This is an optimization exercise on Yosys and OpenROAD, whose aim is small area, a short achievable clock period and few clock cycles per item, not a production implementation. Where RTL was checked, it was by simulation tests only, not by an equivalence proof against the original. The RTL of runs 2 to 6 and 8 was laid out without a check of its function. No activity file was given, so power comes from the tool's default toggle rates.

==> flow/flow/run.sh <==
#!/bin/bash
# Own layout flow: the standard flow (standard.sh, unchanged synthesis,
# floorplan, power grid, placement, CTS and routing), with one change: the
# buffers that global placement puts on every input and output port are
# sky130_fd_sc_hd__buf_1 cells instead of the default delay-buffer cell.
# The timing repair steps still resize them where timing needs it.
set -euo pipefail
export BUFFER_PORTS_ARGS="-buffer_cell sky130_fd_sc_hd__buf_1"
bash standard.sh > standard.log 2>&1
==> flow/standard.sh <==
#!/bin/bash
# synth_recipe.tcl (not shown) runs the flow's synth.tcl, then flattens the netlist and writes it again
# the make line also repeats each setting of config.mk as NAME=value (left out here)
make -C /OpenROAD-flow-scripts/flow DESIGN_CONFIG=/design/flow/config.mk WORK_HOME=/design/flow/orfs CLKGATE_MAP_FILE= SYNTH_SCRIPT=/design/flow/synth_recipe.tcl "${@:-finish}"
==> flow/config.mk <==
export PLATFORM = sky130hd
export DESIGN_NAME = pipeline_cpu
export DESIGN_NICKNAME = pipeline_cpu
export VERILOG_FILES = /design/flow/design.v
export SDC_FILE = /design/flow/constraint.sdc
export NUM_CORES = 4
export LEC_CHECK = 0
export CAP_MARGIN = 20
export CORE_MARGIN = 2
export CORE_UTILIZATION = 40
export PLACE_DENSITY = 0.6
export SETUP_SLACK_MARGIN = 3.5
export SLEW_MARGIN = 20
==> flow/constraint.sdc <==
create_clock -name core_clock -period 8.5 [get_ports {clock}]
set_input_delay 1.7000 -clock core_clock [delete_from_list [all_inputs] [get_ports {clock}]]
set_output_delay 1.7000 -clock core_clock [all_outputs]
set_load 0.01 [all_outputs]
==> flow/design.v <==
`default_nettype none
package cpu_pkg;
    localparam logic [4:0] OPC_ALU  = 5'd0;
    localparam logic [4:0] OPC_J    = 5'd1;
    localparam logic [4:0] OPC_BNE  = 5'd2;
    localparam logic [4:0] OPC_JAL  = 5'd3;
    localparam logic [4:0] OPC_JR   = 5'd4;
    localparam logic [4:0] OPC_ADDI = 5'd5;
    localparam logic [4:0] OPC_BLT  = 5'd6;
    localparam logic [4:0] OPC_SW   = 5'd7;
    localparam logic [4:0] OPC_LW   = 5'd8;
endpackage
`default_nettype wire
`default_nettype none
module adder (
    input  wire [31:0]  x,
    input  wire [31:0]  y,
    input  wire         cin,
    output logic [31:0] sum
);
    logic [31:0] g, p, gn, pn;
    logic [31:0] carry;
    always_comb begin
        g = x & y;
        p = x ^ y;
        g[0] = g[0] | (p[0] & cin);
        for (int l = 0; l < 5; l++) begin
            gn = g;
            pn = p;
            for (int i = 0; i < 32; i++) begin
                if (((i >> l) & 1) == 1) begin
                    gn[i] = g[i] | (p[i] & g[((i >> l) << l) - 1]);
                    pn[i] = p[i] & p[((i >> l) << l) - 1];
                end
            end
            g = gn;
            p = pn;
        end
        carry = {g[30:0], cin};
    end
    assign sum = x ^ y ^ carry;
endmodule
module alu (
    input  wire [31:0]  a,
    input  wire         right,    
    input  wire [4:0]   shamt,
    output logic [31:0] sh_right,
    output logic [31:0] sh_left
);
    logic [31:0] sh_in;
    logic        fill;
    assign fill = right & a[31];
    always_comb begin
        for (int i = 0; i < 32; i++) begin
            sh_in[i]   = right ? a[i] : a[31-i];
            sh_left[i] = sh_right[31-i];
        end
    end
    assign sh_right = 32'($signed({fill, sh_in}) >>> shamt);
endmodule
`default_nettype wire
`default_nettype none
module execute_stage (
    input  wire [31:0] pc,
    input  wire [31:0] ir,
    input  wire [31:0] rs_val,
    input  wire [31:0] rb_val,    
    output logic [31:0] npc,
    output logic        we,
    output logic [4:0]  wreg,
    output logic        is_lw,
    output logic        is_sw,
    output logic [31:0] o
);
    logic [4:0]  opc;
    logic [4:0]  fn;
    logic [31:0] imm;
    logic [31:0] pc1;
    logic [31:0] x, y, sum;
    logic [31:0] sh_right, sh_left;
    logic        use_reg, use_pc, fn_sub, cin;
    logic        en_sum, en_and, en_or, en_sll, en_sra, en_jal;
    logic        is_j, is_jr, is_bne, is_blt, taken;
    logic        eq, lt;
    assign opc = ir[31:27];
    assign fn  = ir[6:2];
    assign imm = {{15{ir[16]}}, ir[16:0]};
    assign pc1 = pc + 32'd1;
    assign use_reg = !(opc[3] | opc[2] | opc[1]);
    assign use_pc  = opc[1] & !opc[0];
    assign fn_sub  = fn[0];
    assign x   = use_pc ? pc : rs_val;
    assign y   = use_reg ? (rb_val ^ {32{fn_sub}}) : imm;
    assign cin = use_reg ? fn_sub : use_pc;
    adder u_adder (.x(x), .y(y), .cin(cin), .sum(sum));
    alu u_alu (
        .a        (rs_val),
        .right    (fn[0]),
        .shamt    (ir[11:7]),
        .sh_right (sh_right),
        .sh_left  (sh_left)
    );
    assign en_jal = opc[1] & opc[0] & !opc[2];
    assign en_sum = !en_jal & (!use_reg | (fn[4:1] == 4'd0));
    assign en_and = use_reg & (fn == 5'd2);
    assign en_or  = use_reg & (fn == 5'd3);
    assign en_sll = use_reg & (fn == 5'd4);
    assign en_sra = use_reg & (fn == 5'd5);
    assign o = ({32{en_sum}} & sum)
             | ({32{en_and}} & (rs_val & rb_val))
             | ({32{en_or}}  & (rs_val | rb_val))
             | ({32{en_sll}} & sh_left)
             | ({32{en_sra}} & sh_right)
             | ({32{en_jal}} & pc1);
    assign is_j   = (opc[4:2] == 3'd0) & opc[0];     
    assign is_jr  = (opc == cpu_pkg::OPC_JR);
    assign is_bne = (opc == cpu_pkg::OPC_BNE);
    assign is_blt = (opc == cpu_pkg::OPC_BLT);
    assign eq    = (rb_val == rs_val);
    assign lt    = $signed(rb_val) < $signed(rs_val);
    assign taken = (is_bne & !eq) | (is_blt & lt);
    assign npc   = taken ? sum : is_jr ? rb_val : is_j ? {5'd0, ir[26:0]} : pc1;
    assign we    = (opc == cpu_pkg::OPC_ALU) || (opc == cpu_pkg::OPC_ADDI) || (opc == cpu_pkg::OPC_LW) || (opc == cpu_pkg::OPC_JAL);
    assign wreg  = en_jal ? 5'd31 : ir[26:22];
    assign is_lw = (opc == cpu_pkg::OPC_LW);
    assign is_sw = (opc == cpu_pkg::OPC_SW);
endmodule
`default_nettype wire
`default_nettype none
module mem_wb_stage (
    input  wire         clock,
    input  wire         arst_n,
    input  wire         we_in,
    input  wire [4:0]   wreg_in,
    input  wire         lw_in,
    input  wire         sw_in,
    input  wire [31:0]  o_in,
    input  wire [31:0]  b_in,
    input  wire [31:0]  q_dmem,
    output logic [31:0] address_dmem,
    output logic [31:0] data,
    output logic        wren,
    output logic        ctrl_write_enable,
    output logic [4:0]  ctrl_write_reg,
    output logic [31:0] data_write_reg
);
    logic        m_we, m_lw, m_sw;
    logic [4:0]  m_reg;
    logic [31:0] m_o, m_b;
    always_ff @(posedge clock or negedge arst_n) begin
        if (!arst_n) begin
            m_we <= 1'b0;
            m_lw <= 1'b0;
            m_sw <= 1'b0;
        end else begin
            m_we <= we_in;
            m_lw <= lw_in;
            m_sw <= sw_in;
        end
    end
    always_ff @(posedge clock) begin
        m_reg <= wreg_in;
        m_o   <= o_in;
        m_b   <= b_in;
    end
    assign address_dmem      = m_o;
    assign data              = m_b;
    assign wren              = m_sw;
    assign ctrl_write_enable = m_we;
    assign ctrl_write_reg    = m_reg;
    assign data_write_reg    = m_lw ? q_dmem : m_o;
endmodule
`default_nettype wire
`default_nettype none
`timescale 1ns/1ps
module pipeline_cpu (
    input  wire         clock,
    input  wire         arst_n,
    output logic [31:0] address_imem,
    input  wire  [31:0] q_imem,
    output logic [31:0] address_dmem,
    output logic [31:0] data,
    output logic        wren,
    input  wire  [31:0] q_dmem,
    output logic        ctrl_write_enable,
    output logic [4:0]  ctrl_write_reg,
    output logic [4:0]  ctrl_read_reg_a,
    output logic [4:0]  ctrl_read_reg_b,
    output logic [31:0] data_write_reg,
    input  wire  [31:0] data_read_reg_a,
    input  wire  [31:0] data_read_reg_b
);
    logic [31:0] pc;
    logic [31:0] npc;
    logic        we, is_lw, is_sw;
    logic [4:0]  wreg;
    logic [31:0] o;
    always_ff @(posedge clock or negedge arst_n) begin
        if (!arst_n) pc <= '0;
        else         pc <= npc;
    end
    assign address_imem    = pc;
    assign ctrl_read_reg_a = q_imem[21:17];
    assign ctrl_read_reg_b = (q_imem[29] | q_imem[28]) ? q_imem[26:22] : q_imem[16:12];
    execute_stage u_execute_stage (
        .pc     (pc),
        .ir     (q_imem),
        .rs_val (data_read_reg_a),
        .rb_val (data_read_reg_b),
        .npc    (npc),
        .we     (we),
        .wreg   (wreg),
        .is_lw  (is_lw),
        .is_sw  (is_sw),
        .o      (o)
    );
    mem_wb_stage u_mem_wb_stage (
        .clock             (clock),
        .arst_n            (arst_n),
        .we_in             (we),
        .wreg_in           (wreg),
        .lw_in             (is_lw),
        .sw_in             (is_sw),
        .o_in              (o),
        .b_in              (data_read_reg_b),
        .q_dmem            (q_dmem),
        .address_dmem      (address_dmem),
        .data              (data),
        .wren              (wren),
        .ctrl_write_enable (ctrl_write_enable),
        .ctrl_write_reg    (ctrl_write_reg),
        .data_write_reg    (data_write_reg)
    );
endmodule
`default_nettype wire
==> flow_summary.toml, run 1 <==
[worst_setup_path]
crit_end = "u_mem_wb_stage.m_o[17]"
r2r-end = "u_mem_wb_stage.m_o[17]"
r2r_slack_ns = 5.01
path_class = "in2reg"
path_cells = "buf_2 -> nor3_4 -> buf_12 -> nor2_1 -> a21oi_1 -> ha_1 -> a21o_1 -> or3_1 -> o211ai_2 -> o31ai_2 -> a21o_1 -> fa_1 -> xnor2_1 -> o22ai_1 -> a221oi_1 -> o211ai_1"
slowest_stage = "fa_1"
r2r_start = "pc[5]"
timing.critical_path.from_type = "input port"
end_kind = "register"
worst-path-buf-inv = 2
cp.arrival_ns = 5.13
crit_required_ns = 8.74
critPathMaxFanout = 11
startpoint = "q_imem[29]"
worst-path-stages = 16
crit_family = "compound AO/OA/AOI/OAI gates"
worst_path_largest_cell_delay_ns = 0.43
reg2reg_depth = 13
crit_path_frequent_cell = "a21o_1"

[cts]
cts-root-buf = "clkbuf_16"
htreeDepth = 3
clk_pin_slew_ns = 0.09
cts_hold_buf = 0
cts_tree = "yes"
cts_buffer_depth = 2
cts_num_sinks = 104
numCtsBuffers = 9
clkLatencyLatePin_ns = 0.39

[finish]
final_area_mm2 = 0.0134
largestRegisters = "pc: 32 flops, u_mem_wb_stage.m_b: 32 flops, u_mem_wb_stage.m_o: 32 flops"
final_core_util = 0.472
final_nets = 1896
areaGrowthSynthToFinish_pct = 16.9
drive_gt1_frac = 0.117
diodes = 0
instances_no_fill = 2023

[placement]
place_inst = 1992
dp.final_hpwl_mm = 38.0
dp_slack_ns = 2.70
routabilityCongestion = 0.960
portBuffers = 274
placed_area_mm2 = 0.0129

[timing]
max_freq_ghz = 0.205
relSlewSlack = 0.289
final-setup-viol-count = 0
fin_skew_ns = 0.0151
min_period_ns = 4.89
rsz0062_at_grt = "true"
min_period_over_period = 0.575
fin_setup_tns_ns = 0
whs_ns = 0.795
slew_violations = 0
tightestPinTransition_ns = 1.07
hold_viol = 0
setup_slack_ns = 3.61

[synthesis]
synth-seq-cells = 104
syn_nets = 1659
synthTopCellsByCount = "nor2_1, a21oi_1, ha_1"
yosysWarningCount = 4
synth.top_cell.area_share = 0.137
synth-main-ff-cell = "dfxtp_1"
synth_top_area_cell = "ha_1"
yosys-top-cells-area = "ha_1, dfxtp_1, dfrtp_1"
synth_edf_count = 0
synth_async_sr_flop_share = 0.337
yosys.cell_types.count = 69
syn_area_mm2 = 0.0115
ys_seq_area_frac = 0.196
yosysMostFrequentCell = "nor2_1"
syn_avg_cell_area_um2 = 8.23
syn_inst = 1397

[global_routing]
grt_pass1_wl_mm = 73.0
groute.usage.overall = 0.323
grt_max_degree = 50
grt_pass1_vias = 11253
antenna_found_initial = 3
overflow = 0

[floorplan]
die_h_um = 174
num_rows = 62
design.core.area_mm2 = 0.0285
dieArea_mm2 = 0.0301
fp.dieW_um = 174
io_pins = 275
start_util = 0.404

[power_and_ir_drop]
leakage_nw = 5.61
total_power_mw = 2.59
power_density_mw_per_mm2 = 193
ir_drop_mv = 0.120

[drt]
drt-total-wl_mm = 49.8
wl_per_cell_um = 24.6
dr.pass1.iters = 5
vias_per_cell = 5.91
drc = 0
ant_nets = 0
num_vias = 11961
dr.first_iter.drc_count = 1162

[min_path]
worstHoldPathType = "reg2reg"
hold_depth = 3

[run]
drv_cap = 0

[outcome]
status = "timing/DRC/antenna clean"
## area by class of cell
cell class	instances	area (um^2)
clock buffer	9	225
clock inverter	7	70.1
fill	2894	15000
inverter	93	355
multi-input combinational	1108	8610
sequential	104	2260
tap	384	480
timing repair buffer	318	1440
## kinds of logic (layout without fill, tap and decap cells)
kind of cell    count (synthesis)  after routing  share of synthesized area
buf+inv                       187            427                     0.0675
flops                         104            104                      0.196
mux                           152            152                      0.176
xor+xnor                       89             89                     0.0678
fa+ha+maj                     132            132                      0.148
compound gates                374            374                      0.204
simple gates                  359            361                      0.141
## report_power, final
part           switching [mW]  internal, mW
combinational           0.821         0.524
sequential              0.169         0.622
clock                   0.244         0.209
## layout by cell type, fill, tap and decap left out, types with 4 or more instances in the layout
cell type,count
a21oi_1,128
a21o_1,12
dfxtp_1,69
nand2_1,101
o221a_2,5
a221oi_2,4
a211oi_1,20
nor2_1,138
nor4_1,5
o221ai_1,18
dfrtp_1,35
ha_1,126
mux2_2,50
o21bai_1,6
nand3_1,23
inv_1,90
and2_1,9
xor2_1,23
nand4_1,10
o211ai_1,15
a221oi_1,11
and3_1,15
o22ai_1,10
a221o_1,8
xnor2_1,63
nor2b_1,6
mux2i_1,67
o21ai_1,8
buf_4,39
nor3_1,20
nand2b_1,10
clkbuf_16,10
buf_1,268
o21ai_0,91
mux4_2,33
## tightest hold or removal path, cell delays in order, from the launching register on
cell and delay (ns):
dfrtp_1 0.47, xnor2_1 0.17, a21oi_1 0.07, o221ai_1 0.05
## routing by layer
| layer | share of wire | GRT usage | vias to the layer above | wire length, um |
|---|---|---|---|---|
| met5 | 0 | 0 | - | 0 |
| met4 | 0.043 | 0.133 | 0 | 2160 |
| met3 | 0.098 | 0.0636 | 105 | 4880 |
| met2 | 0.44 | 0.500 | 673 | 21800 |
| met1 | 0.42 | 0.440 | 5701 | 21000 |
| li1 | - | - | 5482 | - |
## worst min-delay path by stage
| stage | start | end | slack (ns) |
|---|---|---|---|
| 3_5_place_dp | pc[31] | u_mem_wb_stage.m_o[31] | 0.76 |
| 5_1_grt | pc[31] | u_mem_wb_stage.m_o[31] | 0.84 |
| 4_1_cts | pc[16] | u_mem_wb_stage.m_o[16] | 0.79 |
| 6_report | pc[31] | u_mem_wb_stage.m_o[31] | 0.80 |
| 3_3_place_gp | pc[16] | u_mem_wb_stage.m_o[16] | 0.76 |
| 2_1_floorplan | pc[31] | u_mem_wb_stage.m_o[31] | 0.68 |
## repair_timing
item	CTS	global route
hold endpoints to repair	0	0
endpoints found under the setup margin	36	24
pin swaps	1	1
cloned	2	2
setup buffers	0	11
resized for setup	8	16
Testbench counts, summed over its fixed seeds: cycles 9,364, instrs 9,364.
==> run 2: changes to the inputs <==
--- a/flow/design.v
+++ b/flow/design.v
@@ -78,6 +78,7 @@
     logic [31:0] pc1;
     logic [31:0] x, y, sum;
     logic [31:0] sh_right, sh_left;
+    logic [31:0] other;
     logic        use_reg, use_pc, fn_sub, cin;
     logic        en_sum, en_and, en_or, en_sll, en_sra, en_jal;
     logic        is_j, is_jr, is_bne, is_blt, taken;
@@ -106,12 +107,12 @@
     assign en_or  = use_reg & (fn == 5'd3);
     assign en_sll = use_reg & (fn == 5'd4);
     assign en_sra = use_reg & (fn == 5'd5);
-    assign o = ({32{en_sum}} & sum)
-             | ({32{en_and}} & (rs_val & rb_val))
-             | ({32{en_or}}  & (rs_val | rb_val))
-             | ({32{en_sll}} & sh_left)
-             | ({32{en_sra}} & sh_right)
-             | ({32{en_jal}} & pc1);
+    assign other = ({32{en_and}} & (rs_val & rb_val))
+                 | ({32{en_or}}  & (rs_val | rb_val))
+                 | ({32{en_sll}} & sh_left)
+                 | ({32{en_sra}} & sh_right)
+                 | ({32{en_jal}} & pc1);
+    assign o = en_sum ? sum : other;
     assign is_j   = (opc[4:2] == 3'd0) & opc[0];     
     assign is_jr  = (opc == cpu_pkg::OPC_JR);
     assign is_bne = (opc == cpu_pkg::OPC_BNE);
==> run 2 against run 1 <==
Net effect:
- power decreased by 3.3%
- sequential cell count stayed put
- non-clock buffer count decreased by 6
- hold slack gained 0.037 ns
- via count about the same
- register-to-register slack got worse by 0.07 ns
- routed wire length decreased by 3.4%
- core utilization shrank 0.40 points
- critical endpoint is now pc[31]
==> flow_summary.toml, run 2 <==
[outcome]
status = "timing/DRC/antenna clean"

[synthesis]
synth_simple_gate_area_frac = 0.138
synth-main-ff-cell = "dfxtp_1"
yosys.cell_types.count = 75
synthMuxAreaShare = 0.159
syn_nets = 1671
synth_top_family_by_area = "compound AO/OA/AOI/OAI gates"
synth-seq-cells = 104
synth_fa_ha_area_frac = 0.147
syn_area_mm2 = 0.0115
yosysMostFrequentCell = "a21oi_1"
yosys-top-cells-area = "ha_1, dfxtp_1, dfrtp_1"
synth_xor_area_frac = 0.0685
synth_edf_count = 0
synth_top_area_cell = "ha_1"
synth_compound_area_frac = 0.220
syn_inst = 1409
yosysWarningCount = 4
synth_async_sr_flop_share = 0.337
syn_avg_cell_area_um2 = 8.17
ys_seq_area_frac = 0.196
synthTopCellsByCount = "a21oi_1, nor2_1, ha_1"
synth.top_cell.area_share = 0.137

[worst_setup_path]
path_cells = "buf_2 -> or3_4 -> nand2_2 -> o21ai_2 -> fa_2 -> fa_2 -> a211oi_2 -> o211ai_1 -> a311o_2 -> a21oi_4 -> o21ai_4 -> a21bo_4 -> o31ai_4 -> xnor2_1 -> mux2i_1"
worst_path_largest_cell_delay_ns = 0.43
slowest_stage = "or3_4"
reg2reg_depth = 13
r2r_start = "pc[0]"
crit_family = "compound AO/OA/AOI/OAI gates"
worst-path-stages = 15
timing.critical_path.from_type = "input port"
crit_end = "pc[31]"
cp.arrival_ns = 5.14
startpoint = "q_imem[30]"
crit_path_frequent_cell = "fa_2"
r2r-end = "pc[31]"
crit_required_ns = 8.74
r2r_slack_ns = 4.94
path_class = "in2reg"
end_kind = "register"
critPathMaxFanout = 7
worst-path-buf-inv = 1

[finish]
diodes = 0
multi_input_comb_area_mm2 = 0.00859
nFillCells = 2925
final_cell_mix = "buf_1, a21oi_1, nor2_1"
final_common_cell = "buf_1"
drive_gt1_frac = 0.117
regArea_mm2 = 0.00226
final_area_mm2 = 0.0134
areaGrowthSynthToFinish_pct = 16.1
final_nets = 1902
largestRegisters = "pc: 32 flops, u_mem_wb_stage.m_b: 32 flops, u_mem_wb_stage.m_o: 32 flops"

[cts]
htreeDepth = 3
numCtsBuffers = 9
clkLatencyLatePin_ns = 0.38
cts_buffer_depth = 2
cts_num_sinks = 104
cts-root-buf = "clkbuf_16"
cts_tree = "yes"
clk_pin_slew_ns = 0.08

[global_routing]
groute.usage.overall = 0.313
antenna_found_initial = 0
grt_max_degree = 57
grt_pass1_wl_mm = 71.1
grt_pass1_vias = 11235
overflow = 0

[drt]
wl_per_cell_um = 23.7
dr.first_iter.drc_count = 1086
met2_length_mm = 21.3
dr.pass1.iters = 6
ant_nets = 0
vias_per_cell = 5.89
drc = 0
wl_met3_mm = 4.50
highest_layer = "met4"
drt-total-wl_mm = 48.1
met1_length_mm = 20.4
num_vias = 11959

[floorplan]
start_util = 0.403
fp.dieW_um = 174
die_h_um = 174
dieArea_mm2 = 0.0302
num_rows = 62
design.core.area_mm2 = 0.0285
io_pins = 275

[timing]
fin_setup_tns_ns = 0
fin_skew_ns = 0.0191
rsz0062_at_grt = "false"
max_freq_ghz = 0.204
hold_viol = 0
min_period_over_period = 0.576
whs_ns = 0.833
tightestPinTransition_ns = 1.08
relSlewSlack = 0.260
slew_violations = 0
final-setup-viol-count = 0
min_period_ns = 4.90

[power_and_ir_drop]
p_switching_mw = 1.14
p_seq_frac = 0.309
total_power_mw = 2.50
leakage_nw = 5.72
intPower_mw = 1.36
p_sw_frac = 0.455
ir_drop_mv = 0.146
power_frac_comb = 0.501
power_density_mw_per_mm2 = 187
clockPowerShare = 0.191

[min_path]
hold_start = "pc[31]"
worstHoldPathType = "reg2reg"

[placement]
dp.final_hpwl_mm = 37.0
placed_area_mm2 = 0.0128
portBuffers = 274
routabilityCongestion = 0.948

[run]
drv_cap = 0
==> run 2: cell type report <==
| cell class | instances | share of cell area |
|---|---|---|
| multi-input combinational | 1120 | 0.643 |
| sequential | 104 | 0.169 |
| timing repair buffer | 312 | 0.101 |
| tap | 384 | 0.0360 |
| inverter | 92 | 0.0264 |
| clock buffer | 11 | 0.0189 |
| clock inverter | 5 | 0.00524 |
| timing repair inverter | 1 | 0.000375 |
==> run 2: how the worst min path moves through the flow <==
| stage | cells past startpoint | slack, ns | end |
|---|---|---|---|
| after global routing | 3 | 0.88 | pc[31] |
| after detailed placement | 3 | 0.80 | pc[31] |
| after floorplan | 3 | 0.76 | pc[31] |
| after CTS | 3 | 0.81 | pc[31] |
| after global placement | 3 | 0.76 | pc[31] |
| final | 3 | 0.83 | pc[31] |
==> run 2: kinds of logic (layout without fill, tap and decap cells) <==
family                     count (synthesis)  after routing
and+or+nand+nor                          355            356
adders and majority gates                132            132
xor gates and xnor gates                  90             90
AOI/OAI and AO/OA                        409            409
muxes                                    133            133
DFF                                      104            104
buffers and inverters                    186            421
==> run 2: what timing repair did <==
action | 4_1_cts | 5_1_grt
endpoints found under the setup margin | 43 | 31
buffers inserted | 3 | 10
hold buffers | 0 | 0
pin swaps | 2 | 7
cloned | 2 | 0
gates resized for setup | 14 | 11
==> run 2: worst min-delay path, cell delays in order, from the launching register on <==
cell and delay (ns):
dfrtp_1 0.41, xor2_1 0.10, a22oi_1 0.17, mux2i_1 0.11
==> run 2: power by group through the flow <==
stage / combinational, mW / sequential, mW / clock, mW
floorplan: 0.731 / 0.787 / 0
global placement: 1.19 / 0.778 / 0
finish: 1.25 / 0.772 / 0.477
global route: 1.35 / 0.786 / 0.501
CTS: 1.22 / 0.767 / 0.481
detailed placement: 1.20 / 0.776 / 0
==> run 2: per-layer routing <==
metal  GRT usage  up-vias
met2       0.486      624
met1       0.415     5734
met5           0        -
li1            -     5491
met3      0.0787      110
met4       0.131        0
==> run 2: per-stage QoR <==
step	std cells	worst slack, ns	utilization
after CTS	2019	3.50	0.464
after global placement	1998	2.58	0.450
after floorplan	1409	3.24	-
after detailed placement	1998	2.49	0.450
after global routing	2029	3.48	0.468
final	2029	3.60	0.468
==> run 3: changes to the inputs <==
--- a/flow/config.mk
+++ b/flow/config.mk
@@ -5,6 +5,7 @@
 export SDC_FILE = /design/flow/constraint.sdc
 export NUM_CORES = 4
 export LEC_CHECK = 0
+export ABC_AREA = 1
 export CAP_MARGIN = 20
 export CORE_MARGIN = 2
 export CORE_UTILIZATION = 40
==> run 3 against run 2 <==
Net effect:
- largest cell class unchanged
- maximum frequency is 0.31% lower
- routed wire length is 27% higher
- sequential cell count stayed put
- clock skew is 0.0013 ns lower
- clock-buffer cell count is 1 higher
- sequential power hardly changed
- worst setup slack worse by 0.015 ns
- clock power is 5.7% lower
- non-clock buffer count is 15 lower
- final cell count is 32% higher
==> flow_summary.toml, run 3 <==
[floorplan]
design.core.area_mm2 = 0.0314
dieArea_mm2 = 0.0331
num_rows = 65
start_util = 0.403
die_h_um = 182
fp.dieW_um = 182
io_pins = 275

[cts]
cts-root-buf = "clkbuf_16"
clkLatencyLatePin_ns = 0.40
htreeDepth = 3
numCtsBuffers = 9
cts_num_sinks = 104
cts_hold_buf = 0
cts_buffer_depth = 2
clk_pin_slew_ns = 0.07
cts_tree = "yes"

[synthesis]
synth_top_area_cell = "nand3_1"
syn_area_mm2 = 0.0127
yosys.cell_types.count = 51
synth_simple_gate_area_frac = 0.421
synth_edf_count = 0
synth_fa_ha_area_frac = 0.134
synthMuxAreaShare = 0.0285
yosys-top-cells-area = "nand3_1, nand2_1, ha_1"
syn_inst = 2073
synth_async_sr_flop_share = 0.337
synthTopCellsByCount = "nand2_1, nand3_1, inv_1"
yosysMostFrequentCell = "nand2_1"
synth.top_cell.area_share = 0.170
synth-main-ff-cell = "dfxtp_1"
synth_xor_area_frac = 0.0125
yosysWarningCount = 4
syn_avg_cell_area_um2 = 6.11
ys_seq_area_frac = 0.178
synth_compound_area_frac = 0.118
synth-seq-cells = 104
syn_nets = 2335
synth_top_family_by_area = "simple AND/OR/NAND/NOR gates"

[global_routing]
grt_max_degree = 56
overflow = 0
grt_pass1_vias = 13835
antenna_found_initial = 0
grt_pass1_wl_mm = 88.6
groute.usage.overall = 0.361

[timing]
max_freq_ghz = 0.204
slew_violations = 0
fin_setup_tns_ns = 0
min_period_ns = 4.91
fin_skew_ns = 0.0178
whs_ns = 0.938
tightestPinTransition_ns = 1.23
final-setup-viol-count = 0
hold_viol = 0
relSlewSlack = 0.174
min_period_over_period = 0.578
rsz0062_at_grt = "true"

[outcome]
status = "timing/DRC/antenna clean"

[power_and_ir_drop]
clockPowerShare = 0.178
intPower_mw = 1.26
leakage_nw = 6.90
p_seq_frac = 0.306
power_frac_comb = 0.516
p_sw_frac = 0.502
power_density_mw_per_mm2 = 177
p_switching_mw = 1.27
ir_drop_mv = 0.107

[drt]
met2_length_mm = 26.5
wl_met3_mm = 5.94
dr.pass1.iters = 7
ant_nets = 0
wl_per_cell_um = 22.8
num_vias = 15321
highest_layer = "met4"
drc = 0
vias_per_cell = 5.70
drt-total-wl_mm = 61.3
met1_length_mm = 26.3
dr.first_iter.drc_count = 1842

[worst_setup_path]
worst_path_largest_cell_delay_ns = 0.42
crit_required_ns = 8.79
end_kind = "register"
path_cells = "buf_1 -> nor2_4 -> nand2_8 -> nor2_4 -> clkinvlp_4 -> buf_4 -> o22ai_1 -> a21oi_1 -> ha_1 -> a21oi_1 -> o21ai_0 -> a21oi_2 -> nand2_8 -> fa_2 -> xor2_1 -> or2_2 -> nand2_1 -> inv_1"
critPathMaxFanout = 21
path_class = "in2reg"
slowest_stage = "fa_2"
cp.arrival_ns = 5.20
timing.critical_path.from_type = "input port"

[finish]
areaGrowthSynthToFinish_pct = 13.0
largestRegisters = "pc: 32 flops, u_mem_wb_stage.m_b: 32 flops, u_mem_wb_stage.m_o: 32 flops"
nFillCells = 3443
diodes = 0
final_cell_mix = "nand2_1, nand3_1, buf_1"
final_nets = 2541
final_common_cell = "nand2_1"
instances_no_fill = 2686
drive_gt1_frac = 0.0630

[placement]
routabilityCongestion = 1.02
dp.final_hpwl_mm = 47.8
place_inst = 2661
portBuffers = 274

[min_path]
worstHoldPathType = "reg2reg"

[run]
drv_cap = 0
-- run 3: kinds of logic (layout without fill, tap and decap cells) --
group / Yosys count / in the layout
simple gates: 1198 / 1200
compound gates: 262 / 262
fa+ha+maj: 132 / 132
buf+inv: 327 / 536
flops: 104 / 104
xor+xnor: 18 / 18
mux: 32 / 32
-- run 3: per-stage QoR --
step                      setup WS (ns)   util  power (mW)  instance area (um^2)
after floorplan                    3.51      -        1.52                 12700
after global placement             2.26  0.441        2.03                 13800
after detailed placement           2.19  0.441        2.04                 13800
after CTS                          3.46  0.452        2.50                 14200
after global routing               3.45  0.455        2.68                 14300
final                              3.59  0.455        2.53                 14300
-- run 3: critical path, delay by kind of cell --
family | cells | cell delay [ns]
AND/OR/NAND/NOR | 6 | 1.00
AO/OA/AOI/OAI | 5 | 0.95
adder cells (fa/ha/maj) | 2 | 0.76
buffers and inverters | 4 | 0.61
XOR/XNOR | 1 | 0.15
-- run 3: what timing repair did --
item / in CTS / in global routing
gates resized for setup: 7 / 13
pin swaps: 2 / 3
setup buffers: 2 / 5
endpoints found under the setup margin: 52 / 27
gates cloned: 1 / 1
-- run 3: routing by layer --
metal | GRT usage | up-vias
li1 | - | 7298
met1 | 0.494 | 7103
met2 | 0.561 | 805
met3 | 0.0636 | 115
met4 | 0.150 | 0
met5 | 0 | -
-- run 3: area by class of cell --
class	count	area (um^2)	area share
clock inverters	4	33.8	0.00236
multi-input cells	1644	9160	0.640
well taps	402	503	0.0352
inverters	223	848	0.0593
clock buffers	12	267	0.0186
repair buffers	297	1230	0.0862
flip-flops and latches	104	2260	0.158
-- run 3: final timing paths --
path | cells after the start | to | start | slack (ns)
worst max register to register | 10 | u_mem_wb_stage.m_o[6] | pc[0] | 5.00
worst min-delay path | 3 | u_mem_wb_stage.m_o[28] | pc[28] | 0.94
worst min register to register | 3 | u_mem_wb_stage.m_o[28] | pc[28] | 0.94
max in group asynchronous | 2 | pc[3] | arst_n | 6.70
worst max-delay path | 18 | u_mem_wb_stage.m_o[17] | q_imem[29] | 3.59
min in group asynchronous | 2 | pc[19] | arst_n | 1.39
-- run 3: power groups by stage --
stage	registers, mW	clock network, mW	logic [mW]
5_1_grt	0.780	0.473	1.43
3_5_place_dp	0.778	0	1.26
3_3_place_gp	0.775	0	1.25
4_1_cts	0.767	0.459	1.27
2_1_floorplan	0.752	0	0.769
6_report	0.775	0.450	1.31
==> run 4: changes to the inputs <==
--- a/flow/config.mk
+++ b/flow/config.mk
@@ -5,10 +5,10 @@
 export SDC_FILE = /design/flow/constraint.sdc
 export NUM_CORES = 4
 export LEC_CHECK = 0
-export ABC_AREA = 1
 export CAP_MARGIN = 20
 export CORE_MARGIN = 2
 export CORE_UTILIZATION = 40
 export PLACE_DENSITY = 0.6
-export SETUP_SLACK_MARGIN = 3.5
+export SETUP_SLACK_MARGIN = 4
 export SLEW_MARGIN = 20
+export TNS_END_PERCENT = 5
==> run 4 against run 3 <==
Net effect:
- still clean
- sequential cell count unchanged
- die area down 8.8%
- first-iteration DRC count down 38%
- register-to-register slack better by 0.02 ns
- clock skew down 0.0012 ns
- sequential power about the same
- core utilization up 1.7 points
- power down 2.3%
- synthesized cell count down 32%
- design area down 5.8%
- critical path type unchanged
- largest cell class unchanged
- largest power group unchanged
- highest routed layer unchanged
==> flow_summary.toml, run 4 <==
[synthesis]
syn_area_mm2 = 0.0115
yosysWarningCount = 4
yosys-top-cells-area = "ha_1, dfxtp_1, dfrtp_1"
syn_avg_cell_area_um2 = 8.17
syn_nets = 1671
synth_top_area_cell = "ha_1"
synth_edf_count = 0
synthTopCellsByCount = "a21oi_1, nor2_1, ha_1"
yosysMostFrequentCell = "a21oi_1"
synth-main-ff-cell = "dfxtp_1"
synth_async_sr_flop_share = 0.337
synth-seq-cells = 104
ys_seq_area_frac = 0.196
syn_inst = 1409
synth.top_cell.area_share = 0.137
yosys.cell_types.count = 75

[min_path]
hold_start = "pc[31]"
hold_depth = 3
worstHoldPathType = "reg2reg"

[cts]
htreeDepth = 3
cts_hold_buf = 0
clkLatencyLatePin_ns = 0.38
clk_pin_slew_ns = 0.09
cts_tree = "yes"
numCtsBuffers = 9
cts-root-buf = "clkbuf_16"
cts_num_sinks = 104
cts_buffer_depth = 2

[floorplan]
design.core.area_mm2 = 0.0285
dieArea_mm2 = 0.0302
num_rows = 62
start_util = 0.403
io_pins = 275
die_h_um = 174
fp.dieW_um = 174

[outcome]
status = "timing/DRC/antenna clean"

[finish]
final_common_cell = "buf_1"
final_nets = 1908
areaGrowthSynthToFinish_pct = 17.0
nFillCells = 2930
drive_gt1_frac = 0.118
largestRegisters = "pc: 32 flops, u_mem_wb_stage.m_b: 32 flops, u_mem_wb_stage.m_o: 32 flops"
multi_input_comb_area_mm2 = 0.00860
final_area_mm2 = 0.0135
instances_no_fill = 2036
final_cell_mix = "buf_1, a21oi_1, nor2_1"
regArea_mm2 = 0.00226

[worst_setup_path]
crit_family = "compound AO/OA/AOI/OAI gates"
reg2reg_depth = 13
worst_path_largest_cell_delay_ns = 0.41
path_class = "in2reg"
crit_required_ns = 8.76
end_kind = "register"
timing.critical_path.from_type = "input port"
cp.arrival_ns = 5.11
slowest_stage = "a311o_2"
r2r_start = "pc[0]"
worst-path-stages = 16
worst-path-buf-inv = 2
critPathMaxFanout = 4
path_cells = "buf_12 -> or3_4 -> buf_12 -> nand2_4 -> o21ai_2 -> fa_2 -> fa_2 -> a211oi_4 -> o211ai_1 -> a311o_2 -> a21oi_4 -> o21ai_4 -> a41o_1 -> a21oi_2 -> xnor2_1 -> mux2_4"
startpoint = "q_imem[29]"

[global_routing]
groute.usage.overall = 0.299
grt_pass1_wl_mm = 68.7
antenna_found_initial = 3
grt_pass1_vias = 11142
overflow = 0
grt_max_degree = 66

[timing]
fin_skew_ns = 0.0166
slew_violations = 0
final-setup-viol-count = 0
max_freq_ghz = 0.206
fin_setup_tns_ns = 0
tightestPinTransition_ns = 1.04
rsz0062_at_grt = "true"
min_period_over_period = 0.570
relSlewSlack = 0.287
min_period_ns = 4.85
hold_viol = 0

[drt]
wl_per_cell_um = 22.6
drt-total-wl_mm = 46.1
num_vias = 11830
ant_nets = 0
drc = 0
dr.first_iter.drc_count = 1134
vias_per_cell = 5.81
dr.pass1.iters = 7

[power_and_ir_drop]
leakage_nw = 5.79
ir_drop_mv = 0.121
power_density_mw_per_mm2 = 184
total_power_mw = 2.47

[placement]
placed_area_mm2 = 0.0128
routabilityCongestion = 1.00
dp.final_hpwl_mm = 35.2
place_inst = 2002
portBuffers = 274

[run]
drv_cap = 0
==> run 4: cell type report <==
| class | instances | share of cell area |
|---|---|---|
| sequential | 104 | 0.168 |
| tap | 384 | 0.0357 |
| clock inverter | 6 | 0.00455 |
| timing repair buffer | 320 | 0.111 |
| clock buffer | 10 | 0.0170 |
| antenna | 1 | 0.000186 |
| multi-input combinational | 1119 | 0.638 |
| inverter | 92 | 0.0259 |
==> run 4: report_power, final <==
group | internal (mW) | total, mW | switching, mW | leakage, nW
registers | 0.615 | 0.772 | 0.156 | 0.995
logic | 0.507 | 1.25 | 0.748 | 4.65
clock network | 0.208 | 0.448 | 0.240 | 0.138
total | 1.33 | 2.47 | 1.14 | 5.79
==> run 4: worst reg2reg max path: stages, from the launching register on <==
cell      delay [ns]
dfrtp_1         0.51
nand2_1         0.10
o21ai_0         0.11
fa_2            0.37
fa_2            0.40
a211oi_4        0.24
o211ai_1        0.13
a311o_2         0.41
a21oi_4         0.23
o21ai_4         0.12
a41o_1          0.26
a21oi_2         0.14
xnor2_1         0.10
mux2_4          0.26
==> run 4: stage by stage <==
stage	hold slack (ns)	util	setup WS (ns)
global route	0.838	0.472	3.51
floorplan	0.762	-	3.24
global placement	0.774	0.450	2.80
detailed placement	0.775	0.450	2.65
finish	0.796	0.472	3.65
CTS	0.786	0.469	3.69
==> run 4: worst paths after layout <==
path                          end  slack [ns]
min                        pc[31]        0.80
min reg2reg                pc[31]        0.80
max                        pc[28]        3.65
max in group asynchronous  pc[10]        6.70
min in group asynchronous  pc[19]        1.40
max reg2reg                pc[28]        5.02
==> run 4: kinds of logic after synthesis <==
| family | after synthesis | synth area share |
|---|---|---|
| multiplexers | 133 | 0.159 |
| AND/OR/NAND/NOR | 355 | 0.138 |
| XOR/XNOR | 90 | 0.0685 |
| flip-flops | 104 | 0.196 |
| buffers and inverters | 186 | 0.0705 |
| AO/OA/AOI/OAI | 409 | 0.220 |
| adder cells (fa/ha/maj) | 132 | 0.147 |
==> run 4: repair_timing <==
action                     4_1_cts  5_1_grt
setup endpoints to repair       64       65
resized for setup               30       11
buffers inserted                11        5
cloned                           1        0
pin swaps                       18        2
==> run 4: layer usage <==
| metal | GRT usage | vias to the layer above | part of all wire |
|---|---|---|---|
| met2 | 0.474 | 644 | 0.45 |
| li1 | - | 5507 | - |
| met5 | 0 | - | 0 |
| met4 | 0.103 | 0 | 0.032 |
| met3 | 0.0746 | 82 | 0.10 |
| met1 | 0.397 | 5597 | 0.41 |
==> run 5: changes to the inputs <==
--- a/flow/config.mk
+++ b/flow/config.mk
@@ -9,6 +9,6 @@
 export CORE_MARGIN = 2
 export CORE_UTILIZATION = 40
 export PLACE_DENSITY = 0.6
-export SETUP_SLACK_MARGIN = 4
+export SETUP_SLACK_MARGIN = 5
 export SLEW_MARGIN = 20
 export TNS_END_PERCENT = 5
==> run 5 against run 4 <==
Net effect:
- area after synthesis is the same
- clock power down 3%
- highest routed layer unchanged
- hold slack better by 0.056 ns
- synthesized cell count unchanged
- final cell count hardly changed
- die area stayed put
- design area shrank 0.19%
- worst setup slack better by 0.010 ns
- non-clock buffer count is 2 lower
==> flow_summary.toml, run 5 <==
[power_and_ir_drop]
p_switching_mw = 1.14
power_density_mw_per_mm2 = 183
p_sw_frac = 0.462
ir_drop_mv = 0.127
intPower_mw = 1.33
clockPowerShare = 0.176
leakage_nw = 5.77
p_seq_frac = 0.312
power_frac_comb = 0.512
total_power_mw = 2.46

[synthesis]
yosys.cell_types.count = 75
ys_seq_area_frac = 0.196
yosysMostFrequentCell = "a21oi_1"
synth-main-ff-cell = "dfxtp_1"
synth_edf_count = 0
yosysWarningCount = 4
synth_async_sr_flop_share = 0.337
yosys-top-cells-area = "ha_1, dfxtp_1, dfrtp_1"
synth.top_cell.area_share = 0.137
synth_top_area_cell = "ha_1"
syn_area_mm2 = 0.0115
synthTopCellsByCount = "a21oi_1, nor2_1, ha_1"
syn_inst = 1409
synth-seq-cells = 104
syn_avg_cell_area_um2 = 8.17
syn_nets = 1671

[timing]
hold_viol = 0
slew_violations = 0
setup_slack_ns = 3.66
fin_setup_tns_ns = 0
tightestPinTransition_ns = 1.03
relSlewSlack = 0.292
min_period_over_period = 0.569
fin_skew_ns = 0.0238
final-setup-viol-count = 0
whs_ns = 0.852
min_period_ns = 4.84
rsz0062_at_grt = "true"
max_freq_ghz = 0.207

[run]
drv_cap = 0

[drt]
drt-total-wl_mm = 46.6
drc = 0
dr.first_iter.drc_count = 1155
ant_nets = 0
vias_per_cell = 5.93
wl_per_cell_um = 22.9
dr.pass1.iters = 5
num_vias = 12054

[finish]
drive_gt1_frac = 0.119
final_core_util = 0.471
final_cell_mix = "buf_1, a21oi_1, nor2_1"
diodes = 0
final_nets = 1907
areaGrowthSynthToFinish_pct = 16.8
largestRegisters = "pc: 32 flops, u_mem_wb_stage.m_b: 32 flops, u_mem_wb_stage.m_o: 32 flops"
final_common_cell = "buf_1"

[worst_setup_path]
timing.critical_path.from_type = "input port"
path_class = "in2reg"
end_kind = "register"
cp.arrival_ns = 5.10
critPathMaxFanout = 5
crit_required_ns = 8.76

[global_routing]
antenna_found_initial = 2
grt_max_degree = 54
grt_pass1_wl_mm = 69.1
grt_pass1_vias = 11198
overflow = 0
groute.usage.overall = 0.301

[placement]
routabilityCongestion = 1.02
portBuffers = 274
dp.final_hpwl_mm = 35.9
dp_slack_ns = 2.70

[floorplan]
io_pins = 275
dieArea_mm2 = 0.0302
design.core.area_mm2 = 0.0285
fp.dieW_um = 174
num_rows = 62
die_h_um = 174
start_util = 0.403

[cts]
cts_hold_buf = 0
cts_buffer_depth = 2
numCtsBuffers = 9
cts-root-buf = "clkbuf_16"
clkLatencyLatePin_ns = 0.39
cts_num_sinks = 104
htreeDepth = 3
cts_tree = "yes"
clk_pin_slew_ns = 0.08

[min_path]
worstHoldPathType = "reg2reg"

[outcome]
status = "timing/DRC/antenna clean"
run 5: cell families after synthesis:
family | Yosys count | share of synthesized area
AOI/OAI and AO/OA | 409 | 0.220
and+or+nand+nor | 355 | 0.138
buffers and inverters | 186 | 0.0705
muxes | 133 | 0.159
adders and majority gates | 132 | 0.147
DFF | 104 | 0.196
xor gates and xnor gates | 90 | 0.0685
run 5: through the flow:
stage          area, um^2  cells
4_1_cts             13400   2029
3_5_place_dp        12800   2001
3_3_place_gp        12800   2001
5_1_grt             13400   2034
2_1_floorplan       11600   1409
6_report            13400   2034
run 5: cell type report:
type                       instances  area [um^2]
fill                            2938        15100
multi-input combinational       1119         8610
sequential                       104         2260
timing repair buffer             318         1460
tap                              384          480
inverter                          92          353
clock buffer                       9          225
clock inverter                     7         61.3
timing repair inverter             1         5.00
run 5: final timing paths:
kind | startpoint | to | slack (ns) | cells past startpoint
setup / recovery | q_imem[29] | pc[28] | 3.66 | 16
hold / removal | pc[31] | pc[31] | 0.85 | 3
setup reg to reg | pc[0] | pc[28] | 5.05 | 13
hold reg to reg | pc[31] | pc[31] | 0.85 | 3
max in group asynchronous | arst_n | pc[28] | 6.67 | 2
min in group asynchronous | arst_n | pc[1] | 1.39 | 2
run 5: metal layers:
metal | GRT usage | routed length (um) | share of wire | vias up
li1 | - | - | - | 5509
met1 | 0.410 | 19600 | 0.42 | 5778
met2 | 0.480 | 20900 | 0.45 | 678
met3 | 0.0557 | 4490 | 0.096 | 89
met4 | 0.103 | 1550 | 0.033 | 0
met5 | 0 | 0 | 0 | -
run 5: repair_timing:
item,4_1_cts,5_1_grt
pin swaps,19,3
setup endpoints to repair,106,106
resized for setup,35,6
setup buffers,10,5
gates cloned,2,0
run 5: power groups by stage:
stage | logic (mW) | clock network (mW) | registers, mW
2_1_floorplan | 0.727 | 0 | 0.787
3_3_place_gp | 1.19 | 0 | 0.774
3_5_place_dp | 1.20 | 0 | 0.772
4_1_cts | 1.24 | 0.440 | 0.761
5_1_grt | 1.36 | 0.458 | 0.782
6_report | 1.26 | 0.433 | 0.767
run 5: worst max-delay path: stages:
cell and delay (ns):
buf_12 0.11, or3_4 0.40, buf_12 0.14, nand2_4 0.06
o21ai_2 0.06, fa_2 0.37, fa_2 0.40, a211oi_2 0.21
o211ai_1 0.13, a311o_2 0.42, a21oi_4 0.27, o21ai_4 0.12
a41o_1 0.22, a21oi_2 0.15, xnor2_1 0.09, mux2_4 0.26
==> run 6: changes to the inputs <==
--- a/flow/design.v
+++ b/flow/design.v
@@ -23,7 +23,6 @@
     always_comb begin
         g = x & y;
         p = x ^ y;
-        g[0] = g[0] | (p[0] & cin);
         for (int l = 0; l < 5; l++) begin
             gn = g;
             pn = p;
@@ -36,7 +35,7 @@
             g = gn;
             p = pn;
         end
-        carry = {g[30:0], cin};
+        carry = {g[30:0] | (p[30:0] & {31{cin}}), cin};
     end
     assign sum = x ^ y ^ carry;
 endmodule
--- a/flow/config.mk
+++ b/flow/config.mk
@@ -9,6 +9,5 @@
 export CORE_MARGIN = 2
 export CORE_UTILIZATION = 40
 export PLACE_DENSITY = 0.6
-export SETUP_SLACK_MARGIN = 5
+export SETUP_SLACK_MARGIN = 3.5
 export SLEW_MARGIN = 20
-export TNS_END_PERCENT = 5
==> run 6 against run 5 <==
Net effect:
- critical endpoint is now pc[3]
- global-route usage is 0.79 points higher
- via count up 1.2%
- power increased by 0.62%
- core utilization down 0.077 points
- sequential share of layout area fell by 0.099 points
==> flow_summary.toml, run 6 <==
[worst_setup_path]
r2r_slack_ns = 4.78
worst_path_largest_cell_delay_ns = 0.69
slowest_stage = "nor4_1"
path_class = "in2reg"
crit_required_ns = 8.74
cp.arrival_ns = 5.25
critPathMaxFanout = 16
path_cells = "buf_1 -> inv_1 -> ha_1 -> nor4_1 -> a21boi_0 -> o41ai_1 -> a21o_1 -> nand4_1 -> nor3b_4 -> buf_4 -> mux2_2"
end_kind = "register"
r2r_start = "pc[0]"
reg2reg_depth = 8
r2r-end = "u_mem_wb_stage.m_o[24]"
timing.critical_path.from_type = "input port"

[cts]
cts_hold_buf = 0
numCtsBuffers = 9
cts_tree = "yes"
cts_num_sinks = 104
cts-root-buf = "clkbuf_16"
htreeDepth = 3
cts_buffer_depth = 2
clk_pin_slew_ns = 0.08
clkLatencyLatePin_ns = 0.37

[floorplan]
start_util = 0.406
io_pins = 275
num_rows = 62
fp.dieW_um = 175
design.core.area_mm2 = 0.0288
dieArea_mm2 = 0.0306
die_h_um = 175

[timing]
fin_skew_ns = 0.0142
fin_setup_tns_ns = 0
tightestPinTransition_ns = 1.12
slew_violations = 0
relSlewSlack = 0.244
final-setup-viol-count = 0
min_period_ns = 5.00
max_freq_ghz = 0.200
rsz0062_at_grt = "false"
hold_viol = 0
min_period_over_period = 0.589

[synthesis]
yosysWarningCount = 4
synth-main-ff-cell = "dfxtp_1"
synth_top_area_cell = "ha_1"
ys_seq_area_frac = 0.193
synth-seq-cells = 104
syn_inst = 1413
synthTopCellsByCount = "a21oi_1, ha_1, o21ai_0"
synth_async_sr_flop_share = 0.337
yosys-top-cells-area = "ha_1, dfxtp_1, dfrtp_1"
synth.top_cell.area_share = 0.137
syn_area_mm2 = 0.0117
synth_edf_count = 0
yosys.cell_types.count = 82
syn_avg_cell_area_um2 = 8.28
syn_nets = 1672
yosysMostFrequentCell = "a21oi_1"

[outcome]
status = "timing/DRC/antenna clean"

[finish]
final_cell_mix = "buf_1, a21oi_1, ha_1"
final_nets = 1906
largestRegisters = "pc: 32 flops, u_mem_wb_stage.m_b: 32 flops, u_mem_wb_stage.m_o: 32 flops"
drive_gt1_frac = 0.117
areaGrowthSynthToFinish_pct = 15.7
final_common_cell = "buf_1"
nFillCells = 2970
instances_no_fill = 2037

[global_routing]
grt_pass1_wl_mm = 71.9
grt_max_degree = 55
groute.usage.overall = 0.309
antenna_found_initial = 1
overflow = 0
grt_pass1_vias = 11291

[drt]
vias_per_cell = 5.99
num_vias = 12202
wl_per_cell_um = 24.0
drt-total-wl_mm = 48.8
ant_nets = 0
dr.pass1.iters = 6
dr.first_iter.drc_count = 1441
drc = 0

[placement]
place_inst = 2009
dp.final_hpwl_mm = 36.6
portBuffers = 274
routabilityCongestion = 0.943

[power_and_ir_drop]
leakage_nw = 5.73
power_density_mw_per_mm2 = 183
ir_drop_mv = 0.104

[min_path]
hold_depth = 3
worstHoldPathType = "reg2reg"
min_to = "pc[27]"
hold_start = "pc[27]"

[run]
drv_cap = 0
==> run 6: changes by cell type after synthesis, sizes merged, moves of 6 or more <==
cell	before	now
o221ai	17	6
nand2	87	112
a211oi	30	20
o211ai	8	19
o21ai	92	121
nor3	30	24
a21oi	172	139
or3	8	2
mux2	50	73
o22a	0	6
nor2	154	111
mux2i	51	61
==> run 6: worst max-delay path by stage <==
| stage | startpoint | end | slack (ns) | cells past startpoint |
|---|---|---|---|---|
| global placement | q_imem[28] | pc[26] | 2.49 | 14 |
| floorplan | q_imem[27] | pc[26] | 3.52 | 15 |
| CTS | q_imem[27] | pc[26] | 3.51 | 14 |
| global route | data_read_reg_a[29] | pc[3] | 3.54 | 10 |
| detailed placement | q_imem[28] | pc[26] | 2.60 | 13 |
| finish | data_read_reg_a[11] | pc[3] | 3.50 | 11 |
==> run 6: per-stage QoR <==
stage | worst slack (ns) | total power [mW] | instance area [um^2] | hold slack, ns | util
2_1_floorplan | 3.52 | 1.56 | 11800 | 0.765 | -
3_3_place_gp | 2.49 | 2.02 | 13100 | 0.815 | 0.455
3_5_place_dp | 2.60 | 2.03 | 13100 | 0.811 | 0.455
4_1_cts | 3.51 | 2.46 | 13400 | 0.831 | 0.467
5_1_grt | 3.54 | 2.62 | 13500 | 0.886 | 0.470
6_report | 3.50 | 2.48 | 13500 | 0.841 | 0.470
==> run 6: cell families (layout without fill, tap and decap cells) <==
logic type / after synthesis / in the layout / share of synthesized area
buffers and inverters: 181 / 418 / 0.0633
other: 0 / 1 / 0
flip-flops: 104 / 104 / 0.193
AND/OR/NAND/NOR: 343 / 345 / 0.138
adder cells (fa/ha/maj): 129 / 129 / 0.139
multiplexers: 167 / 167 / 0.189
XOR/XNOR: 90 / 90 / 0.0674
AO/OA/AOI/OAI: 399 / 399 / 0.211
==> run 6: worst max-delay path, delay by kind of cell <==
family | cells | cell delay (ns)
multiplexers | 1 | 0.39
buffers and inverters | 3 | 0.83
AO/OA/AOI/OAI | 3 | 0.99
AND/OR/NAND/NOR | 3 | 0.96
adder cells (fa/ha/maj) | 1 | 0.37
==> run 6: power by group <==
part / switching (mW) / internal, mW / total (mW)
combinational: 0.766 / 0.512 / 1.28
clock: 0.222 / 0.199 / 0.421
sequential: 0.163 / 0.616 / 0.779
total: 1.15 / 1.33 / 2.48
==> run 6: layout make-up <==
| cell class | instances | area [um^2] | area share |
|---|---|---|---|
| Inverter | 90 | 342 | 0.0252 |
| Multi-Input combinational cell | 1130 | 8810 | 0.651 |
| Antenna cell | 1 | 2.50 | 0.000185 |
| Clock buffer | 10 | 229 | 0.0169 |
| Timing Repair Buffer | 312 | 1380 | 0.102 |
| Tap cell | 384 | 480 | 0.0355 |
| Sequential cell | 104 | 2260 | 0.167 |
| Clock inverter | 6 | 37.5 | 0.00277 |
==> run 6: repair_timing <==
action,CTS,global route
pin swaps,1,1
cloned,2,1
setup endpoints to repair,36,19
gates resized for setup,5,11
buffers inserted,4,4
==> run 6: per-layer routing <==
metal | share of wire | track usage
met4 | 0.031 | 0.0948
met5 | 0 | 0
met2 | 0.45 | 0.489
met1 | 0.43 | 0.435
met3 | 0.094 | 0.0429
==> run 7: changes to the inputs <==
--- a/flow/design.v
+++ b/flow/design.v
@@ -23,6 +23,7 @@
     always_comb begin
         g = x & y;
         p = x ^ y;
+        g[0] = g[0] | (p[0] & cin);
         for (int l = 0; l < 5; l++) begin
             gn = g;
             pn = p;
@@ -35,7 +36,7 @@
             g = gn;
             p = pn;
         end
-        carry = {g[30:0] | (p[30:0] & {31{cin}}), cin};
+        carry = {g[30:0], cin};
     end
     assign sum = x ^ y ^ carry;
 endmodule
@@ -78,7 +79,7 @@
     logic [31:0] x, y, sum;
     logic [31:0] sh_right, sh_left;
     logic [31:0] other;
-    logic        use_reg, use_pc, fn_sub, cin;
+    logic        use_reg, use_pc, use_tgt, fn_sub, cin;
     logic        en_sum, en_and, en_or, en_sll, en_sra, en_jal;
     logic        is_j, is_jr, is_bne, is_blt, taken;
     logic        eq, lt;
@@ -86,11 +87,13 @@
     assign fn  = ir[6:2];
     assign imm = {{15{ir[16]}}, ir[16:0]};
     assign pc1 = pc + 32'd1;
-    assign use_reg = !(opc[3] | opc[2] | opc[1]);
+    assign use_reg = !(opc[3] | opc[1] | opc[0]);
     assign use_pc  = opc[1] & !opc[0];
-    assign fn_sub  = fn[0];
+    assign use_tgt = opc[0] & !opc[2];
+    assign fn_sub  = fn[0] & !opc[2];
     assign x   = use_pc ? pc : rs_val;
-    assign y   = use_reg ? (rb_val ^ {32{fn_sub}}) : imm;
+    assign y   = use_reg ? (rb_val ^ {32{fn_sub}}) :
+                 use_tgt ? {5'd0, ir[26:0]} : imm;
     assign cin = use_reg ? fn_sub : use_pc;
     adder u_adder (.x(x), .y(y), .cin(cin), .sum(sum));
     alu u_alu (
@@ -118,8 +121,8 @@
     assign is_blt = (opc == cpu_pkg::OPC_BLT);
     assign eq    = (rb_val == rs_val);
     assign lt    = $signed(rb_val) < $signed(rs_val);
-    assign taken = (is_bne & !eq) | (is_blt & lt);
-    assign npc   = taken ? sum : is_jr ? rb_val : is_j ? {5'd0, ir[26:0]} : pc1;
+    assign taken = (is_bne & !eq) | (is_blt & lt) | is_j | is_jr;
+    assign npc   = taken ? sum : pc1;
     assign we    = (opc == cpu_pkg::OPC_ALU) || (opc == cpu_pkg::OPC_ADDI) || (opc == cpu_pkg::OPC_LW) || (opc == cpu_pkg::OPC_JAL);
     assign wreg  = en_jal ? 5'd31 : ir[26:22];
     assign is_lw = (opc == cpu_pkg::OPC_LW);
@@ -200,7 +203,8 @@
         else         pc <= npc;
     end
     assign address_imem    = pc;
-    assign ctrl_read_reg_a = q_imem[21:17];
+    assign ctrl_read_reg_a = ((q_imem[27] & !q_imem[29]) | (q_imem[29] & !q_imem[28] & !q_imem[27]))
+                           ? 5'd0 : q_imem[21:17];
     assign ctrl_read_reg_b = (q_imem[29] | q_imem[28]) ? q_imem[26:22] : q_imem[16:12];
     execute_stage u_execute_stage (
         .pc     (pc),
==> run 7 against run 6 <==
Net effect:
- critical path type unchanged
- first-iteration DRC count fell by 5.3%
- maximum frequency rose by 0.53%
- highest routed layer unchanged
- register-to-register slack improved by 0.20 ns
==> flow_summary.toml, run 7 <==
[power_and_ir_drop]
leakage_nw = 5.47
power_frac_comb = 0.504
p_seq_frac = 0.322
clockPowerShare = 0.175
power_density_mw_per_mm2 = 203
p_switching_mw = 1.29
ir_drop_mv = 0.122
p_sw_frac = 0.481
intPower_mw = 1.40

[outcome]
status = "timing/DRC/antenna clean"

[finish]
final_nets = 1818
final_common_cell = "buf_1"
areaGrowthSynthToFinish_pct = 18.3
instances_no_fill = 1939
final_area_mm2 = 0.0133
final_cell_mix = "buf_1, ha_1, nand2_1"
diodes = 0
largestRegisters = "pc: 32 flops, u_mem_wb_stage.m_b: 32 flops, u_mem_wb_stage.m_o: 32 flops"
drive_gt1_frac = 0.131
final_core_util = 0.478
nFillCells = 2751

[min_path]
worstHoldPathType = "reg2reg"
hold_start = "pc[25]"
hold_depth = 2

[cts]
cts_buffer_depth = 2
clkLatencyLatePin_ns = 0.37
cts-root-buf = "clkbuf_16"
cts_hold_buf = 0
numCtsBuffers = 9
cts_num_sinks = 104
htreeDepth = 3
cts_tree = "yes"
clk_pin_slew_ns = 0.09

[floorplan]
die_h_um = 171
dieArea_mm2 = 0.0294
design.core.area_mm2 = 0.0277
num_rows = 61
fp.dieW_um = 171
start_util = 0.404
io_pins = 275

[worst_setup_path]
crit_end = "pc[30]"
path_class = "in2reg"
critPathMaxFanout = 11
r2r_slack_ns = 4.98
r2r_start = "pc[0]"
startpoint = "q_imem[28]"
timing.critical_path.from_type = "input port"
r2r-end = "pc[30]"
reg2reg_depth = 12
end_kind = "register"
cp.arrival_ns = 5.22
crit_required_ns = 8.74

[synthesis]
syn_area_mm2 = 0.0112
yosysMostFrequentCell = "ha_1"
synth_async_sr_flop_share = 0.337
syn_avg_cell_area_um2 = 8.58
synth-seq-cells = 104
syn_nets = 1568
yosysWarningCount = 4
yosys.cell_types.count = 79
synthTopCellsByCount = "ha_1, nand2_1, a21oi_1"
synth-main-ff-cell = "dfxtp_1"
synth_edf_count = 0
ys_seq_area_frac = 0.202
yosys-top-cells-area = "ha_1, dfxtp_1, dfrtp_1"
synth.top_cell.area_share = 0.141
synth_top_area_cell = "ha_1"
syn_inst = 1306

[drt]
drt-total-wl_mm = 49.7
num_vias = 11439
dr.pass1.iters = 7
ant_nets = 0
vias_per_cell = 5.90
wl_per_cell_um = 25.7
dr.first_iter.drc_count = 1364
drc = 0

[placement]
place_inst = 1911
routabilityCongestion = 0.992
dp.final_hpwl_mm = 39.4
placed_area_mm2 = 0.0127
portBuffers = 274

[global_routing]
use_met2 = 0.479
grt_max_degree = 45
grt_pass1_vias = 10320
groute.layer.met3.usage = 0.0780
grt_pass1_wl_mm = 70.3
groute.usage.overall = 0.333
top_usage_layer = "met1"
antenna_found_initial = 1
overflow = 0
use_met1 = 0.484

[timing]
fin_setup_tns_ns = 0
rsz0062_at_grt = "false"
final-setup-viol-count = 0
slew_violations = 0
max_freq_ghz = 0.201
hold_viol = 0
min_period_ns = 4.98
min_period_over_period = 0.586
relSlewSlack = 0.342
tightestPinTransition_ns = 0.988
fin_skew_ns = 0.0154

[run]
drv_cap = 0
==> run 7: changes by cell type after synthesis, moves of 8 or more <==
cell,change
a211oi_1,-8
a21oi_1,-37
a221oi_1,-8
clkbuf_1,-11
mux2_2,-8
nor2_1,-28
o21ai_0,-26
o21ai_1,+11
==> run 7: routing by layer <==
metal | vias up | part of all wire | wire, um
met5 | - | 0 | 0
met4 | 0 | 0.041 | 2030
met3 | 86 | 0.11 | 5410
met2 | 729 | 0.41 | 20300
met1 | 5431 | 0.44 | 22000
li1 | 5193 | - | -
==> run 7: cells by family (layout without fill, tap and decap cells) <==
kind of cell,after synthesis,after routing,synth area share
buffers and inverters,174,428,0.0648
AOI/OAI and AO/OA,344,344,0.192
muxes,154,154,0.188
and+or+nand+nor,309,310,0.131
DFF,104,104,0.202
adders and majority gates,132,132,0.151
xor gates and xnor gates,89,89,0.0713
==> run 7: layout make-up <==
class / instances / area (um^2) / share of cell area
Clock buffer: 9 / 225 / 0.0170
Inverter: 96 / 360 / 0.0272
Multi-Input combinational cell: 1029 / 8420 / 0.635
Clock inverter: 7 / 86.3 / 0.00652
Timing Repair Buffer: 316 / 1430 / 0.108
Tap cell: 378 / 473 / 0.0357
Sequential cell: 104 / 2260 / 0.170
==> run 7: worst min path at each step <==
stage,to,slack (ns)
global placement,pc[0],0.68
CTS,pc[13],0.72
floorplan,pc[0],0.59
global route,pc[15],0.76
detailed placement,pc[13],0.71
finish,pc[25],0.73
==> run 7: power groups by stage <==
| stage | clock network, mW | registers (mW) | logic, mW |
|---|---|---|---|
| floorplan | 0 | 0.842 | 0.748 |
| global placement | 0 | 0.875 | 1.29 |
| detailed placement | 0 | 0.873 | 1.29 |
| CTS | 0.475 | 0.863 | 1.31 |
| global route | 0.490 | 0.881 | 1.46 |
| finish | 0.470 | 0.865 | 1.36 |
==> run 7: worst max-delay path: stages <==
cell and delay, ns:
buf_6 0.13, or3_4 0.43, buf_12 0.15, nand2_1 0.08, o21ai_2 0.07, fa_2 0.39
fa_2 0.43, a211o_1 0.32, a21oi_4 0.26, o2bb2ai_4 0.13, a22o_1 0.26, a21o_1 0.21
a311oi_2 0.28, xor2_1 0.24, mux2i_1 0.12
==> run 7: metrics by stage <==
step                      hold WS, ns  power (mW)  setup WS (ns)
after floorplan                 0.587        1.59           3.37
after global placement          0.676        2.16           2.71
after detailed placement        0.711        2.16           2.70
after CTS                       0.720        2.64           3.51
after global routing            0.761        2.83           3.47
final                           0.729        2.69           3.52
==> run 7: what timing repair did <==
| action | CTS | global route |
|---|---|---|
| setup endpoints to repair | 38 | 44 |
| pin swaps | 0 | 12 |
| setup buffers | 3 | 6 |
| gates cloned | 1 | 2 |
| hold endpoints to repair | 0 | 0 |
| gates resized for setup | 9 | 26 |
Testbench counts of run 7, summed over its fixed seeds: cycles 9,364, instrs 9,364.
==> run 8: changes to the inputs <==
--- a/flow/design.v
+++ b/flow/design.v
@@ -23,7 +23,6 @@
     always_comb begin
         g = x & y;
         p = x ^ y;
-        g[0] = g[0] | (p[0] & cin);
         for (int l = 0; l < 5; l++) begin
             gn = g;
             pn = p;
@@ -36,7 +35,7 @@
             g = gn;
             p = pn;
         end
-        carry = {g[30:0], cin};
+        carry = {g[30:0] | (p[30:0] & {31{cin}}), cin};
     end
     assign sum = x ^ y ^ carry;
 endmodule
==> run 8 against run 7 <==
Net effect:
- still clean
- critical path depth shrank 3
- clock power shrank 6.6%
- synthesized cell count grew 1.6%
- power shrank 3.9%
- sequential share of layout area grew 0.41 points
- core utilization is essentially flat
- maximum frequency grew 1.2%
- final cell count shrank 1.1%
- routed wire length shrank 8.6%
- die area shrank 1.3%
- worst setup slack gained 0.057 ns
- area after synthesis shrank 1.3%
- largest power group unchanged
==> flow_summary.toml, run 8 <==
[cts]
cts_tree = "yes"
cts_buffer_depth = 2
cts_num_sinks = 104
cts-root-buf = "clkbuf_16"
htreeDepth = 3
numCtsBuffers = 9
cts_hold_buf = 0

[synthesis]
synth-seq-cells = 104
synth.top_cell.area_share = 0.145
syn_nets = 1586
syn_area_mm2 = 0.0111
syn_inst = 1327
syn_avg_cell_area_um2 = 8.33
yosysMostFrequentCell = "o21ai_0"
yosysWarningCount = 4
synth-main-ff-cell = "dfxtp_1"
synth_async_sr_flop_share = 0.337
synth_edf_count = 0
yosys.cell_types.count = 78
synth_top_area_cell = "ha_1"

[floorplan]
dieArea_mm2 = 0.0290
start_util = 0.409
fp.dieW_um = 170
io_pins = 275
design.core.area_mm2 = 0.0270
num_rows = 60
die_h_um = 170

[finish]
final_cell_mix = "buf_1, o21ai_0, ha_1"
final_common_cell = "buf_1"
diodes = 0
areaGrowthSynthToFinish_pct = 16.9
drive_gt1_frac = 0.119
final_nets = 1831

[min_path]
worstHoldPathType = "reg2reg"

[worst_setup_path]
crit_family = "compound AO/OA/AOI/OAI gates"
slowest_stage = "a2111oi_0"
path_class = "in2reg"
crit_path_frequent_cell = "a221oi_1"
r2r_slack_ns = 4.87
cp.arrival_ns = 5.19
worst-path-buf-inv = 3
path_cells = "buf_1 -> inv_1 -> ha_1 -> nor2_1 -> a221oi_1 -> o21bai_1 -> a2111oi_0 -> o21ai_0 -> nor2_4 -> buf_8 -> nor2b_1 -> a221oi_1"
critPathMaxFanout = 31
r2r_start = "pc[0]"
startpoint = "data_read_reg_a[30]"
reg2reg_depth = 9
end_kind = "register"
worst_path_largest_cell_delay_ns = 0.71
crit_required_ns = 8.77

[drt]
vias_per_cell = 5.92
dr.pass1.iters = 6
num_vias = 11358
wl_per_cell_um = 23.7
drt-total-wl_mm = 45.5
ant_nets = 0

[timing]
fin_skew_ns = 0.0179
final-setup-viol-count = 0
max_freq_ghz = 0.203
slew_violations = 0
min_period_over_period = 0.579

[placement]
routabilityCongestion = 0.994
portBuffers = 274

[outcome]
status = "timing/DRC/antenna clean"

[global_routing]
overflow = 0
grt_max_degree = 46
groute.usage.overall = 0.308
grt_pass1_wl_mm = 66.1
antenna_found_initial = 2

[run]
drv_cap = 0

[power_and_ir_drop]
total_power_mw = 2.58
ir_drop_mv = 0.141
## run 8: power breakdown
group | leakage [nW] | internal, mW | switching [mW]
logic | 4.31 | 0.511 | 0.791
clock network | 0.138 | 0.207 | 0.232
registers | 0.993 | 0.635 | 0.208
total | 5.44 | 1.35 | 1.23
## run 8: timing repair
item | CTS | global route
cloned | 1 | 0
buffers inserted | 2 | 7
setup endpoints to repair | 32 | 33
gates resized for setup | 4 | 16
pin swaps | 1 | 6
## run 8: how the worst max path moves through the flow
stage / slack (ns) / depth (start not counted) / end
final: 3.58 / 12 / pc[31]
after global placement: 2.79 / 15 / u_mem_wb_stage.m_o[31]
after CTS: 3.50 / 12 / pc[31]
after detailed placement: 2.80 / 15 / u_mem_wb_stage.m_o[31]
after global routing: 3.49 / 14 / u_mem_wb_stage.m_o[30]
after floorplan: 3.39 / 17 / u_mem_wb_stage.m_o[31]
## run 8: metrics by stage
step / hold slack, ns / cells / cell area, um^2 / setup slack [ns] / utilization
after detailed placement: 0.672 / 1892 / 12500 / 2.80 / 0.462
final: 0.700 / 1918 / 12900 / 3.58 / 0.478
after floorplan: 0.574 / 1327 / 11200 / 3.39 / -
after global placement: 0.678 / 1892 / 12500 / 2.79 / 0.462
after CTS: 0.687 / 1911 / 12800 / 3.50 / 0.474
after global routing: 0.714 / 1918 / 12900 / 3.49 / 0.478
## run 8: per-layer routing
| layer | part of all wire | global-route usage | routed length, um |
|---|---|---|---|
| met5 | 0.00024 | 0 | 11 |
| met4 | 0.047 | 0.147 | 2160 |
| met3 | 0.10 | 0.0660 | 4720 |
| met2 | 0.43 | 0.474 | 19500 |
| met1 | 0.42 | 0.411 | 19100 |
## run 8: layout make-up
class,instances,area [um^2]
Multi-Input combinational cell,1055,8250
Tap cell,341,427
Inverter,90,338
Timing Repair Buffer,312,1360
Clock inverter,6,61.3
Sequential cell,104,2260
Fill cell,2704,14100
Clock buffer,10,229
## run 8: logic make-up after synthesis
kind of cell	Yosys count	share of synthesized area
flops	104	0.204
compound gates	362	0.201
mux	141	0.176
xor+xnor	92	0.0729
buf+inv	169	0.0600
fa+ha+maj	129	0.147
simple gates	330	0.140

Setup slack of run 8, layout unchanged: 3.581 ns with ideal ports, 3.585 ns with driving cells assumed (clock clkbuf_16, inputs buf_2), 3.173 ns with port delays also shifted by the 0.412 ns mid clock arrival.
